This is an optimization exercise on Yosys and OpenROAD, whose aim is small area and a short achievable clock period, not a production implementation.
In this exercise RTL edits were held to simulation tests only and were not proved equivalent to the original.
No activity file was given, so power comes from the tool's default toggle rates.

==> trial 90: inputs <==
==> flow/design.v <==
package core_pkg;
    localparam int XLEN       = 32;
    localparam int REG_ADDR_W = 5;
    localparam int NUM_REGS   = 1 << REG_ADDR_W;
endpackage
import core_pkg::*;
module reg_file (
    input  logic                            clk,
    input  logic                            rst,
    input  logic [NUM_REGS-1:1]             sel1,
    input  logic [NUM_REGS-1:1]             sel2,
    output logic [XLEN-1:0]                 rd1,
    output logic [XLEN-1:0]                 rd2,
    input  logic                            we,
    input  logic [REG_ADDR_W-1:0]           waddr,
    input  logic [XLEN-1:0]                 wdata
);
    logic [XLEN-1:0] regs [1:NUM_REGS-1];
    logic [XLEN-1:0] wd;
    assign wd = rst ? '0 : wdata;
    always_ff @(posedge clk) begin
        for (int i = 1; i < NUM_REGS; i++)
            if (rst || (we && waddr == i[REG_ADDR_W-1:0]))
                regs[i] <= wd;
    end
    always_comb begin
        rd1 = '0;
        rd2 = '0;
        for (int i = 1; i < NUM_REGS; i++) begin
            rd1 = rd1 | (regs[i] & {XLEN{sel1[i]}});
            rd2 = rd2 | (regs[i] & {XLEN{sel2[i]}});
        end
    end
endmodule
import core_pkg::*;
module rv_slice_top (
    input  logic                            clk,
    input  logic                            rst,
    input  logic                            instr_valid,
    input  logic [31:0]                     instr,
    input  logic [core_pkg::XLEN-1:0]       pc,
    input  logic [core_pkg::XLEN-1:0]       mem_rdata,
    output logic                            mem_re,
    output logic                            mem_we,
    output logic [core_pkg::XLEN-1:0]       mem_addr,
    output logic [core_pkg::XLEN-1:0]       mem_wdata,
    output logic [1:0]                      mem_size,
    output logic                            redirect_valid,
    output logic [core_pkg::XLEN-1:0]       redirect_pc,
    output logic                            wb_valid,
    output logic [core_pkg::REG_ADDR_W-1:0] wb_rd,
    output logic [core_pkg::XLEN-1:0]       wb_data
);
    logic [XLEN-1:0]       X, Y, Z;
    logic [12:1]           bimm;
    logic [4:0]            shamt;
    logic                  e_wr, e_load, e_store, e_br, e_jal, e_jalr;
    logic [REG_ADDR_W-1:0] e_rd;
    logic [2:0]            e_f3;
    logic                  e_sub, e_signed, e_sra;
    logic                  e_sum, e_lt, e_xor, e_or, e_and, e_sr, e_sl, e_link;
    logic [XLEN-1:0]       R, S;
    logic                  r_wr, r_load, r_store;
    logic [REG_ADDR_W-1:0] r_rd;
    logic [2:0]            r_f3;
    logic                  r_redirect;
    logic [XLEN-1:0]       W;
    logic                  w_valid;
    logic [REG_ADDR_W-1:0] w_rd;
    logic [XLEN-1:0]       xf, yf, zf, sum, sh, sh_rev, alu, P, L, Pimm;
    logic [33:0]           add34;
    logic                  xe, ye, lt, eq, taken;
    logic [7:0]            lane_b;
    logic [15:0]           lane_h;
    logic [XLEN-1:0]       load_val, wd;
    logic [4:0] opc, rs1, rs2, rd;
    logic [2:0] f3;
    logic       is_load, is_store, is_op, is_opimm, is_lui, is_auipc;
    logic       is_br, is_jal, is_jalr, is_jump, opx;
    logic       wr, use1, useY;
    logic       hitE1, hitW1, hitE2, hitW2;
    logic       sE1, sW1, sE2, sW2;
    logic [XLEN-1:0] rd1f, rd2f;
    logic [NUM_REGS-1:1] pend, sel1, sel2;
    logic [XLEN-1:0] rd1, rd2, imm;
    logic [2:0] alu_f3;
    logic       sub_d;
    assign opc = instr[6:2];
    assign f3  = instr[14:12];
    assign rs1 = instr[19:15];
    assign rs2 = instr[24:20];
    assign rd  = instr[11:7];
    assign is_br    =  opc[4] & ~opc[0];
    assign is_jalr  =  opc[4] &  opc[0] & ~opc[1];
    assign is_jal   =  opc[1];
    assign is_jump  =  opc[4] &  opc[0];
    assign is_lui   =  opc[3] &  opc[2] &  opc[0];
    assign is_auipc = ~opc[3] &  opc[2] &  opc[0];
    assign is_opimm = ~opc[3] &  opc[2] & ~opc[0];
    assign is_op    =  opc[3] &  opc[2] & ~opc[0];
    assign is_load  = ~opc[4] & ~opc[3] & ~opc[2];
    assign is_store = ~opc[4] &  opc[3] & ~opc[2];
    assign opx      = opc[2] & ~opc[0] & ~opc[4];   
    assign wr   = ~is_br & ~is_store & (rd != '0);
    assign use1 = ~(opc[2] & opc[0]);               
    assign useY = is_op | is_br;
    always_comb begin
        for (int i = 1; i < NUM_REGS; i++)
            pend[i] = (e_wr && e_rd == i[4:0]) || (r_wr && r_rd == i[4:0]);
    end
    always_comb begin
        for (int i = 1; i < NUM_REGS; i++) begin
            sel1[i] = (rs1 == i[4:0]) & use1 & ~pend[i];
            sel2[i] = (rs2 == i[4:0]) & ~pend[i];
        end
    end
    assign hitE1 = e_wr && e_rd == rs1;
    assign hitW1 = r_wr && r_rd == rs1;
    assign hitE2 = e_wr && e_rd == rs2;
    assign hitW2 = r_wr && r_rd == rs2;
    assign sE1   = hitE1 & use1;
    assign sW1   = hitW1 & ~hitE1 & use1;
    assign sE2   = hitE2;
    assign sW2   = hitW2 & ~hitE2;
    assign rd1f = rd1 | (alu & {XLEN{sE1}}) | (wd & {XLEN{sW1}});
    assign rd2f = rd2 | (alu & {XLEN{sE2}}) | (wd & {XLEN{sW2}});
    always_comb begin
        if (is_lui | is_auipc)
            imm = {instr[31:12], 12'b0};
        else if (is_jal)
            imm = {{12{instr[31]}}, instr[19:12], instr[20], instr[30:21], 1'b0};
        else if (is_store)
            imm = {{21{instr[31]}}, instr[30:25], instr[11:7]};
        else
            imm = {{21{instr[31]}}, instr[30:20]};
    end
    assign alu_f3 = opx ? f3 : 3'b000;
    assign sub_d  = is_br | (is_op & f3 == 3'b000 & instr[30]) | (opx & f3[2:1] == 2'b01);
    reg_file u_regs (
        .clk, .rst,
        .sel1, .sel2, .rd1, .rd2,
        .we    (r_wr),
        .waddr (r_rd),
        .wdata (wd)
    );
    always_ff @(posedge clk) begin
        X    <= rd1f | (pc & {XLEN{is_auipc}});
        Y    <= (useY ? rd2f : imm) ^ {XLEN{sub_d}};    
        Z    <= is_store ? rd2f : {pc[31:2], 2'b00};
        bimm <= {instr[31], instr[7], instr[30:25], instr[11:8]};
        shamt <= useY ? rd2f[4:0] : instr[24:20];    
        e_rd <= rd;
        e_f3 <= f3;
        e_sub    <= sub_d;
        e_signed <= opx ? ~f3[0] : ~f3[1];
        e_sra    <= instr[30];
        e_sum  <= alu_f3 == 3'b000 & ~is_jump;
        e_sl   <= alu_f3 == 3'b001;
        e_lt   <= alu_f3[2:1] == 2'b01;
        e_xor  <= alu_f3 == 3'b100;
        e_sr   <= alu_f3 == 3'b101;
        e_or   <= alu_f3 == 3'b110;
        e_and  <= alu_f3 == 3'b111;
        e_link <= is_jump;
    end
    always_ff @(posedge clk) begin
        if (rst) begin
            e_wr    <= 1'b0;
            e_load  <= 1'b0;
            e_store <= 1'b0;
            e_br    <= 1'b0;
            e_jal   <= 1'b0;
            e_jalr  <= 1'b0;
        end else begin
            e_wr    <= instr_valid & wr;
            e_load  <= instr_valid & is_load;
            e_store <= instr_valid & is_store;
            e_br    <= instr_valid & is_br;
            e_jal   <= instr_valid & is_jal;
            e_jalr  <= instr_valid & is_jalr;
        end
    end
    assign xf = X;
    assign yf = Y;
    assign zf = Z;
    assign xe    = e_signed & xf[31];
    assign ye    = ~e_signed | yf[31];
    assign add34 = {xe, xf, 1'b1} + {ye, yf, e_sub};
    assign sum   = add34[32:1];
    assign lt    = add34[33];
    assign eq    = &(xf ^ yf);    
    assign sh     = 32'($signed({e_sra & xf[31], xf}) >>> shamt);
    assign sh_rev = xf << shamt;
    assign Pimm = e_br ? {{19{bimm[12]}}, bimm, 1'b0} : Y;
    assign P    = {Z[31:2] + Pimm[31:2], Pimm[1:0]};
    assign L    = {Z[31:2] + 30'd1, 2'b00};
    assign alu = (sum          & {XLEN{e_sum}})
               | ({31'b0, lt}  & {XLEN{e_lt}})
               | ((xf ^ yf)    & {XLEN{e_xor}})
               | ((xf | yf)    & {XLEN{e_or}})
               | ((xf & yf)    & {XLEN{e_and}})
               | (sh           & {XLEN{e_sr}})
               | (sh_rev       & {XLEN{e_sl}})
               | (L            & {XLEN{e_link}});
    assign taken = e_jal | e_jalr | (e_br & (e_f3[0] ^ (e_f3[2] ? lt : eq)));
    always_ff @(posedge clk) begin
        R    <= alu;
        S    <= e_jalr ? {sum[31:1], 1'b0} : (e_jal | e_br) ? P : zf;
        r_rd <= e_rd;
        r_f3 <= e_f3;
    end
    always_ff @(posedge clk) begin
        if (rst) begin
            r_wr       <= 1'b0;
            r_load     <= 1'b0;
            r_store    <= 1'b0;
            r_redirect <= 1'b0;
        end else begin
            r_wr       <= e_wr;
            r_load     <= e_load;
            r_store    <= e_store;
            r_redirect <= taken;
        end
    end
    assign lane_b = mem_rdata[{R[1:0], 3'b000} +: 8];
    assign lane_h = R[1] ? mem_rdata[31:16] : mem_rdata[15:0];
    always_comb begin
        if (r_f3[1])
            load_val = mem_rdata;
        else if (r_f3[0])
            load_val = {{16{~r_f3[2] & lane_h[15]}}, lane_h};
        else
            load_val = {{24{~r_f3[2] & lane_b[7]}}, lane_b};
    end
    assign wd = r_load ? load_val : R;
    always_ff @(posedge clk) begin
        W    <= wd;
        w_rd <= r_rd;
        if (rst)
            w_valid <= 1'b0;
        else
            w_valid <= r_wr;
    end
    assign mem_re         = r_load;
    assign mem_we         = r_store;
    assign mem_addr       = R;
    assign mem_wdata      = S;
    assign mem_size       = r_f3[1:0];
    assign redirect_valid = r_redirect;
    assign redirect_pc    = S;
    assign wb_valid       = w_valid;
    assign wb_rd          = w_rd;
    assign wb_data        = W;
endmodule
==> flow/run.sh <==
#!/bin/bash
# synth_recipe.tcl (not shown) runs the flow's synth.tcl, then flattens the netlist and writes it again
# the make line also repeats each setting of config.mk as NAME=value (left out here)
make -C /OpenROAD-flow-scripts/flow DESIGN_CONFIG=/design/flow/config.mk WORK_HOME=/design/flow/orfs CLKGATE_MAP_FILE= SYNTH_SCRIPT=/design/flow/synth_recipe.tcl finish
==> flow/config.mk <==
export PLATFORM = sky130hd
export DESIGN_NAME = rv_slice_top
export DESIGN_NICKNAME = rv_slice_top
export VERILOG_FILES = /design/flow/design.v
export SDC_FILE = /design/flow/constraint.sdc
export NUM_CORES = 4
export LEC_CHECK = 0
export CAP_MARGIN = 20
export CORE_MARGIN = 2
export CORE_UTILIZATION = 40
export CTS_BUF_LIST = sky130_fd_sc_hd__clkbuf_8
export PLACE_DENSITY = 0.5
export SETUP_SLACK_MARGIN = 2.6
export SLEW_MARGIN = 20
==> flow/constraint.sdc <==
create_clock -name core_clock -period 6.0 [get_ports {clk}]
set_input_delay 1.2000 -clock core_clock [delete_from_list [all_inputs] [get_ports {clk}]]
set_output_delay 1.2000 -clock core_clock [all_outputs]
set_load 0.01 [all_outputs]
==> inputs of trial 89, as changes to trial 90 <==
==> flow/design.v, changed modules only <==
module reg_file (
    input  logic                            clk,
    input  logic                            rst,
    input  logic [REG_ADDR_W-1:0]           raddr1,
    input  logic [REG_ADDR_W-1:0]           raddr2,
    output logic [XLEN-1:0]                 rd1,
    output logic [XLEN-1:0]                 rd2,
    input  logic [NUM_REGS-1:1]             wen,       
    input  logic [XLEN-1:0]                 wdata
);
    logic [XLEN-1:0] regs [1:NUM_REGS-1];
    logic [XLEN-1:0] rf [0:NUM_REGS-1];
    logic [XLEN-1:0] wd;
    assign wd = rst ? '0 : wdata;
    always_ff @(posedge clk) begin
        for (int i = 1; i < NUM_REGS; i++)
            if (rst || wen[i])
                regs[i] <= wd;
    end
    always_comb begin
        rf[0] = '0;
        for (int i = 1; i < NUM_REGS; i++)
            rf[i] = regs[i];
    end
    assign rd1 = rf[raddr1];
    assign rd2 = rf[raddr2];
endmodule
module rv_slice_top (
    input  logic                            clk,
    input  logic                            rst,
    input  logic                            instr_valid,
    input  logic [31:0]                     instr,
    input  logic [core_pkg::XLEN-1:0]       pc,
    input  logic [core_pkg::XLEN-1:0]       mem_rdata,
    output logic                            mem_re,
    output logic                            mem_we,
    output logic [core_pkg::XLEN-1:0]       mem_addr,
    output logic [core_pkg::XLEN-1:0]       mem_wdata,
    output logic [1:0]                      mem_size,
    output logic                            redirect_valid,
    output logic [core_pkg::XLEN-1:0]       redirect_pc,
    output logic                            wb_valid,
    output logic [core_pkg::REG_ADDR_W-1:0] wb_rd,
    output logic [core_pkg::XLEN-1:0]       wb_data
);
    logic [XLEN-1:0]       X, Y, Z;
    logic [20:1]           pimm;
    logic [4:0]            shamt;
    logic                  e_wr, e_load, e_store, e_br, e_jal, e_jalr;
    logic [REG_ADDR_W-1:0] e_rd;
    logic [2:0]            e_f3;
    logic                  e_sub, e_signed, e_sra;
    logic                  e_sum, e_lt, e_xor, e_or, e_and, e_sr, e_sl, e_link;
    logic [XLEN-1:0]       R, S;
    logic                  r_wr, r_load, r_store;
    logic [REG_ADDR_W-1:0] r_rd;
    logic [2:0]            r_f3;
    logic                  r_redirect;
    logic [NUM_REGS-1:1]   r_wen;       
    logic [XLEN-1:0]       W;
    logic                  w_valid;
    logic [REG_ADDR_W-1:0] w_rd;
    logic [XLEN-1:0]       xf, yf, zf, sum, sh, sh_rev, alu, alu_o, P, L, Pimm;
    logic [33:0]           add34;
    logic                  xe, ye, lt, eq, taken;
    logic [7:0]            lane_b;
    logic [15:0]           lane_h;
    logic [XLEN-1:0]       load_val, wd;
    logic [4:0] opc, rs1, rs2, rd;
    logic [2:0] f3;
    logic       is_load, is_store, is_op, is_opimm, is_lui, is_auipc;
    logic       is_br, is_jal, is_jalr, is_jump, opx;
    logic       wr, use1, useY;
    logic       hitE1, hitW1, hitE2, hitW2;
    logic       sE1, sW1, sE2, sW2;
    logic [XLEN-1:0] rd1f, rd2f, rd2o;
    logic       fs1, fs2, gY, fY_p, fY_n, gZ;
    logic [XLEN-1:0] rd1, rd2, imm;
    logic [2:0] alu_f3;
    logic       sub_d;
    assign opc = instr[6:2];
    assign f3  = instr[14:12];
    assign rs1 = instr[19:15];
    assign rs2 = instr[24:20];
    assign rd  = instr[11:7];
    assign is_br    =  opc[4] & ~opc[0];
    assign is_jalr  =  opc[4] &  opc[0] & ~opc[1];
    assign is_jal   =  opc[1];
    assign is_jump  =  opc[4] &  opc[0];
    assign is_lui   =  opc[3] &  opc[2] &  opc[0];
    assign is_auipc = ~opc[3] &  opc[2] &  opc[0];
    assign is_opimm = ~opc[3] &  opc[2] & ~opc[0];
    assign is_op    =  opc[3] &  opc[2] & ~opc[0];
    assign is_load  = ~opc[4] & ~opc[3] & ~opc[2];
    assign is_store = ~opc[4] &  opc[3] & ~opc[2];
    assign opx      = opc[2] & ~opc[0] & ~opc[4];   
    assign wr   = ~is_br & ~is_store & (rd != '0);
    assign use1 = ~(opc[2] & opc[0]);               
    assign useY = is_op | is_br;
    assign hitE1 = e_wr && e_rd == rs1;
    assign hitW1 = r_wr && r_rd == rs1;
    assign hitE2 = e_wr && e_rd == rs2;
    assign hitW2 = r_wr && r_rd == rs2;
    assign sE1   = hitE1 & use1;
    assign sW1   = hitW1 & ~hitE1 & use1;
    assign sE2   = hitE2;
    assign sW2   = hitW2 & ~hitE2;
    assign fs1  = sE1 & e_sum;
    assign fs2  = sE2 & e_sum;
    assign rd1f = (rd1 & {XLEN{use1 & ~hitE1 & ~hitW1}}) | (alu_o & {XLEN{sE1}}) | (wd & {XLEN{sW1}});
    assign rd2o = (rd2 & {XLEN{~hitE2 & ~hitW2}}) | (alu_o & {XLEN{sE2}}) | (wd & {XLEN{sW2}});
    assign rd2f = rd2o | (sum & {XLEN{fs2}});
    assign gY   = useY & ~fs2;
    assign fY_p = useY & fs2 & ~sub_d;
    assign fY_n = useY & fs2 & sub_d;
    assign gZ   = is_store & ~fs2;
    always_comb begin
        if (is_lui | is_auipc)
            imm = {instr[31:12], 12'b0};
        else if (is_jal)
            imm = {{12{instr[31]}}, instr[19:12], instr[20], instr[30:21], 1'b0};
        else if (is_store)
            imm = {{21{instr[31]}}, instr[30:25], instr[11:7]};
        else
            imm = {{21{instr[31]}}, instr[30:20]};
    end
    assign alu_f3 = opx ? f3 : 3'b000;
    assign sub_d  = is_br | (is_op & f3 == 3'b000 & instr[30]) | (opx & f3[2:1] == 2'b01);
    reg_file u_regs (
        .clk, .rst,
        .raddr1 (rs1), .raddr2 (rs2), .rd1, .rd2,
        .wen   (r_wen),
        .wdata (wd)
    );
    always_ff @(posedge clk) begin
        X    <= rd1f | (sum & {XLEN{fs1}}) | (pc & {XLEN{is_auipc}});
        Y    <= (sum & {XLEN{fY_p}}) | (~sum & {XLEN{fY_n}})
              | ((rd2o ^ {XLEN{sub_d}}) & {XLEN{gY}})
              | ((imm ^ {XLEN{sub_d}}) & {XLEN{~useY}});
        Z    <= (sum & {XLEN{is_store & fs2}}) | (rd2o & {XLEN{gZ}})
              | ({pc[31:2], 2'b00} & {XLEN{~is_store}});
        pimm <= is_br ? {{9{instr[31]}}, instr[7], instr[30:25], instr[11:8]}
                      : {instr[31], instr[19:12], instr[20], instr[30:21]};
        shamt <= useY ? rd2f[4:0] : instr[24:20];    
        e_rd <= rd;
        e_f3 <= f3;
        e_sub    <= sub_d;
        e_signed <= opx ? ~f3[0] : ~f3[1];
        e_sra    <= instr[30];
        e_sum  <= alu_f3 == 3'b000 & ~is_jump;
        e_sl   <= alu_f3 == 3'b001;
        e_lt   <= alu_f3[2:1] == 2'b01;
        e_xor  <= alu_f3 == 3'b100;
        e_sr   <= alu_f3 == 3'b101;
        e_or   <= alu_f3 == 3'b110;
        e_and  <= alu_f3 == 3'b111;
        e_link <= is_jump;
    end
    always_ff @(posedge clk) begin
        if (rst) begin
            e_wr    <= 1'b0;
            e_load  <= 1'b0;
            e_store <= 1'b0;
            e_br    <= 1'b0;
            e_jal   <= 1'b0;
            e_jalr  <= 1'b0;
        end else begin
            e_wr    <= instr_valid & wr;
            e_load  <= instr_valid & is_load;
            e_store <= instr_valid & is_store;
            e_br    <= instr_valid & is_br;
            e_jal   <= instr_valid & is_jal;
            e_jalr  <= instr_valid & is_jalr;
        end
    end
    assign xf = X;
    assign yf = Y;
    assign zf = Z;
    assign xe    = e_signed & xf[31];
    assign ye    = ~e_signed | yf[31];
    assign add34 = {xe, xf, 1'b1} + {ye, yf, e_sub};
    assign sum   = add34[32:1];
    assign lt    = add34[33];
    assign eq    = &(xf ^ yf);    
    assign sh     = 32'($signed({e_sra & xf[31], xf}) >>> shamt);
    assign sh_rev = xf << shamt;
    assign Pimm = {{11{pimm[20]}}, pimm, 1'b0};
    assign P    = {Z[31:2] + Pimm[31:2], Pimm[1:0]};
    assign L    = {Z[31:2] + 30'd1, 2'b00};
    assign alu_o = ({31'b0, lt}  & {XLEN{e_lt}})
               | ((xf ^ yf)    & {XLEN{e_xor}})
               | ((xf | yf)    & {XLEN{e_or}})
               | ((xf & yf)    & {XLEN{e_and}})
               | (sh           & {XLEN{e_sr}})
               | (sh_rev       & {XLEN{e_sl}})
               | (L            & {XLEN{e_link}});
    assign alu   = (sum & {XLEN{e_sum}}) | alu_o;
    assign taken = e_jal | e_jalr | (e_br & (e_f3[0] ^ (e_f3[2] ? lt : eq)));
    always_ff @(posedge clk) begin
        R    <= alu;
        S    <= e_jalr ? {sum[31:1], 1'b0} : (e_jal | e_br) ? P : zf;
        r_rd <= e_rd;
        r_f3 <= e_f3;
    end
    always_ff @(posedge clk) begin
        if (rst) begin
            r_wr       <= 1'b0;
            r_load     <= 1'b0;
            r_store    <= 1'b0;
            r_redirect <= 1'b0;
            r_wen      <= '0;
        end else begin
            for (int i = 1; i < NUM_REGS; i++)
                r_wen[i] <= e_wr && e_rd == i[REG_ADDR_W-1:0];
            r_wr       <= e_wr;
            r_load     <= e_load;
            r_store    <= e_store;
            r_redirect <= taken;
        end
    end
    assign lane_b = mem_rdata[{R[1:0], 3'b000} +: 8];
    assign lane_h = R[1] ? mem_rdata[31:16] : mem_rdata[15:0];
    always_comb begin
        if (r_f3[1])
            load_val = mem_rdata;
        else if (r_f3[0])
            load_val = {{16{~r_f3[2] & lane_h[15]}}, lane_h};
        else
            load_val = {{24{~r_f3[2] & lane_b[7]}}, lane_b};
    end
    assign wd = r_load ? load_val : R;
    always_ff @(posedge clk) begin
        W    <= wd;
        w_rd <= r_rd;
        if (rst)
            w_valid <= 1'b0;
        else
            w_valid <= r_wr;
    end
    assign mem_re         = r_load;
    assign mem_we         = r_store;
    assign mem_addr       = R;
    assign mem_wdata      = S;
    assign mem_size       = r_f3[1:0];
    assign redirect_valid = r_redirect;
    assign redirect_pc    = S;
    assign wb_valid       = w_valid;
    assign wb_rd          = w_rd;
    assign wb_data        = W;
endmodule
==> flow/flow/run.sh (new file) <==
#!/bin/bash
set -euo pipefail
bash standard.sh 'BUFFER_PORTS_ARGS=-buffer_cell sky130_fd_sc_hd__buf_1' finish > make_finish.log 2>&1
==> flow/standard.sh (new file) <==
#!/bin/bash
# synth_recipe.tcl (not shown) runs the flow's synth.tcl, then flattens the netlist and writes it again
# the make line also repeats each setting of config.mk as NAME=value (left out here)
make -C /OpenROAD-flow-scripts/flow DESIGN_CONFIG=/design/flow/config.mk WORK_HOME=/design/flow/orfs CLKGATE_MAP_FILE= SYNTH_SCRIPT=/design/flow/synth_recipe.tcl "${@:-finish}"
CELL_PAD_IN_SITES_DETAIL_PLACEMENT = 1   (was not set)
CELL_PAD_IN_SITES_GLOBAL_PLACEMENT = 2   (was not set)
CORE_UTILIZATION = 45   (was 40)
CTS_BUF_LIST = not set   (was sky130_fd_sc_hd__clkbuf_8)
PLACE_DENSITY = not set   (was 0.5)
removed: flow/run.sh
==> impl_results.rst <==
.. list-table::
   :header-rows: 1

   * - Metric
     - Value
   * - Status
     - complete, no violations
   * - # rows
     - 138
   * - Routability cong.
     - between 1 and 1.5
   * - Utilization after layout
     - 0.553
   * - Number of inserted filler cells in the final layout
     - 14500
   * - Met3 wire length
     - 56.4 mm
The numbers above come from trial 89.

==> impl_results.rst <==
.. list-table::
   :header-rows: 1

   * - Metric
     - Value
   * - Status
     - complete, no violations
   * - Met3 wire length
     - 56.1 mm
   * - Number of buffers inserted during clock tree synthesis
     - approximately 210
   * - Number of inserted filler cells in the final layout
     - roughly 14000
   * - Synthesis Warnings
     - 3
   * - Hold Slack
     - 0.325 ns
   * - # rows
     - approximately 140
   * - Power density over cell area
     - 371 nW/um^2
   * - Net switching power figure
     - 11.0 mW
   * - Utilization after layout
     - 0.514
   * - Dominant cell type by area after synthesis
     - sky130_fd_sc_hd__edfxtp_1
   * - Worst Hold Path EP
     - r_f3[1]
   * - Die Ht
     - approximately 400 microns
The numbers above come from trial 90.

-- afterwards: timing with drivers on the ports --
Ports are ideal in the flow. The routed layouts listed here were re-timed in OpenROAD. Step 1, drivers: a clkbuf_16 drives clk and a buf_2 each remaining input, both assumed. Step 2 adds t to the input delays and takes it off the output delays; t is the mean of the earliest and latest rising clock arrival at the registers after step 1. Input paths then give back, and output paths get back, about the clock's delay inside the block. Slacks: no drivers / after step 1 / after step 2; pairs: no drivers / after step 1.
run	shift t [ns]	setup WS [ns]	hold WS [ns]
trial 90	1.063	2.418 / 2.418 / 1.436	0.325 / 0.325 / 0.325
trial 89	0.924	2.424 / 2.424 / 1.624	0.330 / 0.330 / 0.330
After both steps every run listed still meets setup and hold. For trial 90, which loses most, drivers alone change the setup slack by 0.000 ns; drivers and shift together by -0.982 ns.
